This design comes from an exercise in tuning for small area, a short achievable clock period and few clock cycles per item on the open sky130 flow, not from production work. The RTL was checked by simulation tests, not by an equivalence proof against the original design. Power figures rest on the tool's default switching activity, not on a simulated workload.

Setup of the reference run:
Design md5_core, start of the top module:
module md5_core(
    input  logic         clk,
    input  logic         reset_n,
    input  logic         start_i,
    input  logic [511:0] msg_i,
    output logic [127:0] digest_o,
    output logic         done_o
);
Size: ~4700 cells after synthesis, roughly 0.046 mm^2 of cells after synthesis.
==> module md5_step_sched, before the edit <==
module md5_step_sched(
    input  logic        clk,
    input  logic        reset_n,
    input  logic        start_i,
    output logic        busy_o,
    output logic        last_o,      
    output logic [3:0]  fn_o,        
    output logic [3:0]  qsel_o,      
    output logic [3:0]  rsel_o,      
    output logic [3:0]  qseln_o,     
    output logic [3:0]  rseln_o,
    output logic [15:0] ssel_o,      
    output logic [31:0] k1_o,        
    output logic [7:0]  tap_sel_o,   
    output logic [7:0]  kh_o,        
    output logic [7:0]  kl_o,        
    output logic        done_o
);
    logic       busy, last;
    logic [5:0] cnt, nstep, nnext;
    assign nstep = busy ? cnt + 6'd1 : 6'd0;
    assign nnext = busy ? cnt + 6'd2 : 6'd1;
    always_ff @(posedge clk) begin
        if (!reset_n) begin
            busy   <= 1'b0;
            last   <= 1'b0;
            done_o <= 1'b0;
        end else begin
            done_o <= last;
            last   <= busy && (cnt == 6'd62);
            if (busy) busy <= !last;
            else      busy <= start_i;
        end
    end
    always_ff @(posedge clk) begin
        cnt <= nstep;
        fn_o             <= 4'd1 << nnext[5:4];
        {qsel_o, rsel_o}   <= md5_pkg::rot_sel(nstep);
        {qseln_o, rseln_o} <= ~md5_pkg::rot_sel(nstep);
        ssel_o           <= 16'd1 << {nstep[5:4], nstep[1:0]};
        if (busy && cnt == 6'd62) k1_o <= md5_pkg::K1_LAST;
        else k1_o <= ~32'd0 << md5_pkg::shift_of({nstep[5:4], nstep[1:0]});
        tap_sel_o        <= md5_pkg::tap_sel(nstep);
        kh_o             <= 8'd1 << nnext[5:3];
        kl_o             <= 8'd1 << nnext[2:0];
    end
    assign busy_o = busy;
    assign last_o = last;
endmodule
==> module md5_round_datapath, before the edit <==
module md5_round_datapath(
    input  logic         clk,
    input  logic         busy_i,
    input  logic         last_i,
    input  logic [3:0]   fn_i,
    input  logic [3:0]   qsel_i,      
    input  logic [3:0]   rsel_i,
    input  logic [3:0]   qseln_i,     
    input  logic [3:0]   rseln_i,
    input  logic [15:0]  ssel_i,
    input  logic [31:0]  k1_i,      
    input  logic [7:0]   kh_i,
    input  logic [7:0]   kl_i,
    input  logic [31:0]  msg0_i,    
    input  logic [31:0]  word_i,    
    output logic [127:0] digest_o
);
    logic [31:0] b, c, d, p, x0, x1, nx0, nx1, k;
    logic [31:0] f, rp, rf, k0, k1;
    logic [31:0] e0s, e0c, e1s, e1c, u0, v0, u1, v1, z0, z1, new_b;
    logic [31:0] e0m, e1m, v0m, v1m, h0, g0, t0, h1, g1, t1;
    logic [31:0] pg;    
    logic        cw;    
    function automatic logic [31:0] rotate(input logic [31:0] x,
                                           input logic [3:0] q,
                                           input logic [3:0] r);
        logic [31:0] y;
        y = ({32{q[0]}} & {x[27:0], x[31:28]})
          | ({32{q[1]}} & {x[22:0], x[31:23]})
          | ({32{q[2]}} & {x[17:0], x[31:18]})
          | ({32{q[3]}} & {x[11:0], x[31:12]});
        rotate = ({32{r[0]}} & y)
               | ({32{r[1]}} & {y[30:0], y[31]})
               | ({32{r[2]}} & {y[29:0], y[31:30]})
               | ({32{r[3]}} & {y[28:0], y[31:29]});
    endfunction
    function automatic logic [63:0] prefix(input logic [31:0] g, input logic [31:0] t);
        logic [31:0] gg, tt, gn, tn;
        gg = g;
        tt = t;
        for (int sp = 1; sp < 32; sp = sp * 2) begin
            gn = gg;
            tn = tt;
            for (int i = sp; i < 32; i++) begin
                gn[i] = gg[i] | (tt[i] & gg[i - sp]);
                tn[i] = tt[i] & tt[i - sp];
            end
            gg = gn;
            tt = tn;
        end
        prefix = {tt, gg};
    endfunction
    function automatic logic [31:0] add_ci(input logic [31:0] x, input logic [31:0] y,
                                           input logic ci);
        logic [31:0] h, gg, tt, s;
        h = x ^ y;
        {tt, gg} = prefix(x & y, h);
        s[0] = h[0] ^ ci;
        for (int i = 1; i < 32; i++) s[i] = h[i] ^ (gg[i-1] | (tt[i-1] & ci));
        add_ci = s;
    endfunction
    assign f = (b & x1) | (~b & x0);
    assign nx1 = ({32{fn_i[0]}} & b)
               | ({32{fn_i[1]}} & (b | c))
               | ({32{fn_i[2]}} & ~(b ^ c))
               | ({32{fn_i[3]}} & ~b);
    assign nx0 = ({32{fn_i[0]}} & c)
               | ({32{fn_i[1]}} & (b & ~c))
               | ({32{fn_i[2]}} & (b ^ c))
               | ({32{fn_i[3]}} & ~(b ^ c));
    md5_carries u_car (.x_i(p), .y_i(f), .c_o(pg));
    always_comb begin
        cw = 1'b0;
        for (int i = 0; i < 16; i++) begin
            cw = cw | (ssel_i[i] & pg[31 - md5_pkg::shift_of(4'(i))]);
        end
    end
    assign k0 = {32{last_i}} & md5_pkg::IV_B;
    assign k1 = k1_i;
    assign rp = rotate(p, ~qseln_i, ~rseln_i);
    assign rf = rotate(f, qsel_i, rsel_i);
    assign e0s = b ^ rp ^ k0;
    assign e0m = (b & rp) | (b & k0) | (rp & k0);
    assign e0c = {e0m[30:0], 1'b0};
    assign e1s = b ^ rp ^ k1;
    assign e1m = (b & rp) | (b & k1) | (rp & k1);
    assign e1c = {e1m[30:0], 1'b0};
    assign u0  = e0s ^ e0c ^ rf;
    assign v0m = (e0s & e0c) | (e0s & rf) | (e0c & rf);
    assign v0  = {v0m[30:0], 1'b0};
    assign u1  = e1s ^ e1c ^ rf;
    assign v1m = (e1s & e1c) | (e1s & rf) | (e1c & rf);
    assign v1  = {v1m[30:0], 1'b0};
    md5_prefix u_pre0 (.x_i(u0), .y_i(v0), .h_o(h0), .g_o(g0), .t_o(t0));
    md5_prefix u_pre1 (.x_i(u1), .y_i(v1), .h_o(h1), .g_o(g1), .t_o(t1));
    assign z0 = h0 ^ {g0[30:0] | (t0[30:0] & {31{cw}}), cw};
    assign z1 = h1 ^ {g1[30:0] | (t1[30:0] & {31{cw}}), cw};
    assign new_b = pg[31] ? z1 : z0;
    always_ff @(posedge clk) begin
        if (!busy_i) begin
            b <= md5_pkg::IV_B;
            c <= md5_pkg::IV_C;
            d <= md5_pkg::IV_D;
            p <= msg0_i;
            k <= md5_pkg::K_1;
            x0 <= md5_pkg::C0F;
            x1 <= md5_pkg::C0F;
        end else begin
            x0 <= nx0;
            x1 <= nx1;
            b <= new_b;
            c <= last_i ? b + md5_pkg::IV_C : b;
            d <= last_i ? c + md5_pkg::IV_D : c;
            p <= d + word_i + k;
            k <= md5_pkg::k_next(kh_i, kl_i);
        end
    end
    assign digest_o = {d, c, b, p};
endmodule
Settings: LEC_CHECK=0, CAP_MARGIN=20, CORE_MARGIN=2, CORE_UTILIZATION=40, SLEW_MARGIN=20, SYNTH_HIERARCHICAL=1, SYNTH_MINIMUM_KEEP_SIZE=0; clock period 11.0 ns.
standard.sh (not shown) runs the stock make flow with config.mk's settings and CLKGATE_MAP_FILE= SYNTH_SCRIPT=/design/flow/synth_recipe.tcl, a recipe that flattens the netlist after the stock synthesis.
==> flow/flow/run.sh <==
#!/bin/bash
# Standard ORFS layout, with plain buf_1 cells as port buffers, a tighter
# setup-repair target and a clock tree with larger sink clusters and no
# dummy loads; every tool's output is kept in the ORFS logs and in
# standard.log.
set -euo pipefail
export BUFFER_PORTS_ARGS="-buffer_cell sky130_fd_sc_hd__buf_1"
export SETUP_SLACK_MARGIN=7
export CTS_ARGS="-sink_clustering_enable -repair_clock_nets -dont_use_dummy_load -sink_clustering_size 16 -sink_clustering_max_diameter 80 -buf_list {sky130_fd_sc_hd__clkbuf_4 sky130_fd_sc_hd__clkbuf_8}"
bash standard.sh > standard.log 2>&1
Testbench counts of the reference run, summed over its fixed seeds: cycles 12,488, items 192.
What the trial run does differently from the reference run at the input level:
--- a/flow/design.v
+++ b/flow/design.v
@@ -4,7 +4,6 @@
     localparam logic [31:0] IV_C = 32'h98badcfe;
     localparam logic [31:0] IV_D = 32'h10325476;
     localparam logic [31:0] C0F  = 32'hd76aa477;
-    localparam logic [31:0] K_1  = 32'he8c7b756;
     localparam logic [31:0] K1_LAST = 32'hefadab89;
     function automatic logic [3:0] ring_slot(input logic [3:0] w);
         case (w)
@@ -251,8 +250,8 @@
         if (busy && cnt == 6'd62) k1_o <= md5_pkg::K1_LAST;
         else k1_o <= ~32'd0 << md5_pkg::shift_of({nstep[5:4], nstep[1:0]});
         tap_sel_o        <= md5_pkg::tap_sel(nstep);
-        kh_o             <= 8'd1 << nnext[5:3];
-        kl_o             <= 8'd1 << nnext[2:0];
+        kh_o             <= 8'd1 << nstep[5:3];
+        kl_o             <= 8'd1 << nstep[2:0];
     end
     assign busy_o = busy;
     assign last_o = last;
@@ -275,7 +274,7 @@
     input  logic [31:0]  word_i,    
     output logic [127:0] digest_o
 );
-    logic [31:0] b, c, d, p, x0, x1, nx0, nx1, k;
+    logic [31:0] b, c, d, p, x0, x1, nx0, nx1;
     logic [31:0] f, rp, rf, k0, k1;
     logic [31:0] e0s, e0c, e1s, e1c, u0, v0, u1, v1, z0, z1, new_b;
     logic [31:0] e0m, e1m, v0m, v1m, h0, g0, t0, h1, g1, t1;
@@ -362,7 +361,6 @@
             c <= md5_pkg::IV_C;
             d <= md5_pkg::IV_D;
             p <= msg0_i;
-            k <= md5_pkg::K_1;
             x0 <= md5_pkg::C0F;
             x1 <= md5_pkg::C0F;
         end else begin
@@ -371,8 +369,7 @@
             b <= new_b;
             c <= last_i ? b + md5_pkg::IV_C : b;
             d <= last_i ? c + md5_pkg::IV_D : c;
-            p <= d + word_i + k;
-            k <= md5_pkg::k_next(kh_i, kl_i);
+            p <= d + word_i + md5_pkg::k_next(kh_i, kl_i);
         end
     end
     assign digest_o = {d, c, b, p};
==> comparison <==
- The trial run finished end to end and its layout was clean on timing, DRC and antenna.
- Going from the reference run to the trial run, cell count after synthesis lost 46; register-to-register slack went down 0.23 ns; power lower; smallest hold slack went up by 0.012 ns.
- Post-placement cell area down 900 um^2 in the trial run wrt the reference run
- Changes observed in the trial run relative to the reference run: cell area after synthesis shrank by about 2.2%, clock buffer and inverter area fraction after layout held steady, non-clock buffer count grew by 43, total clock network power shrank by about 7%, met2 layer wire length in the routed design shrank by 4.3%.
- Compared with the reference run, the trial run shows a lower number of fill cells.
- The total number of nets in the final design was comparable across the trial run and the reference run.
- Worst setup slack after layout, the trial run and the reference run, higher one = the reference run.
- The trial run — width of the die 1.1% lower, the reference run as reference
Testbench counts of the trial run, summed over its fixed seeds: cycles 12,488, items 192.

port drivers added, routing unchanged:
The flow's constraints put no driver on any port. The routed layouts listed below were extracted and timed again, unchanged, in two steps.
Step 1, drivers: a clkbuf_16 drives clk and a buf_2 each remaining input, both assumed.
Step 2, shift: input delay + t, output delay - t, t = (earliest + latest rising clock arrival at the registers) / 2. This alone moves slack from input paths to output paths.
a / b / c = ideal ports / drivers / drivers and shift; a / b = the first two.
run | shift t [ns] | setup slack, ns | slew at the worst register clock pin (ns) | pins driven straight from the clock port
the reference run | 0.787 | 6.486 / 6.486 / 6.486 | 0.11 / 0.11 | 1
the trial run | 0.820 | 6.254 / 6.254 / 6.254 | 0.11 / 0.11 | 1
After both steps setup and hold are still met in every run listed.
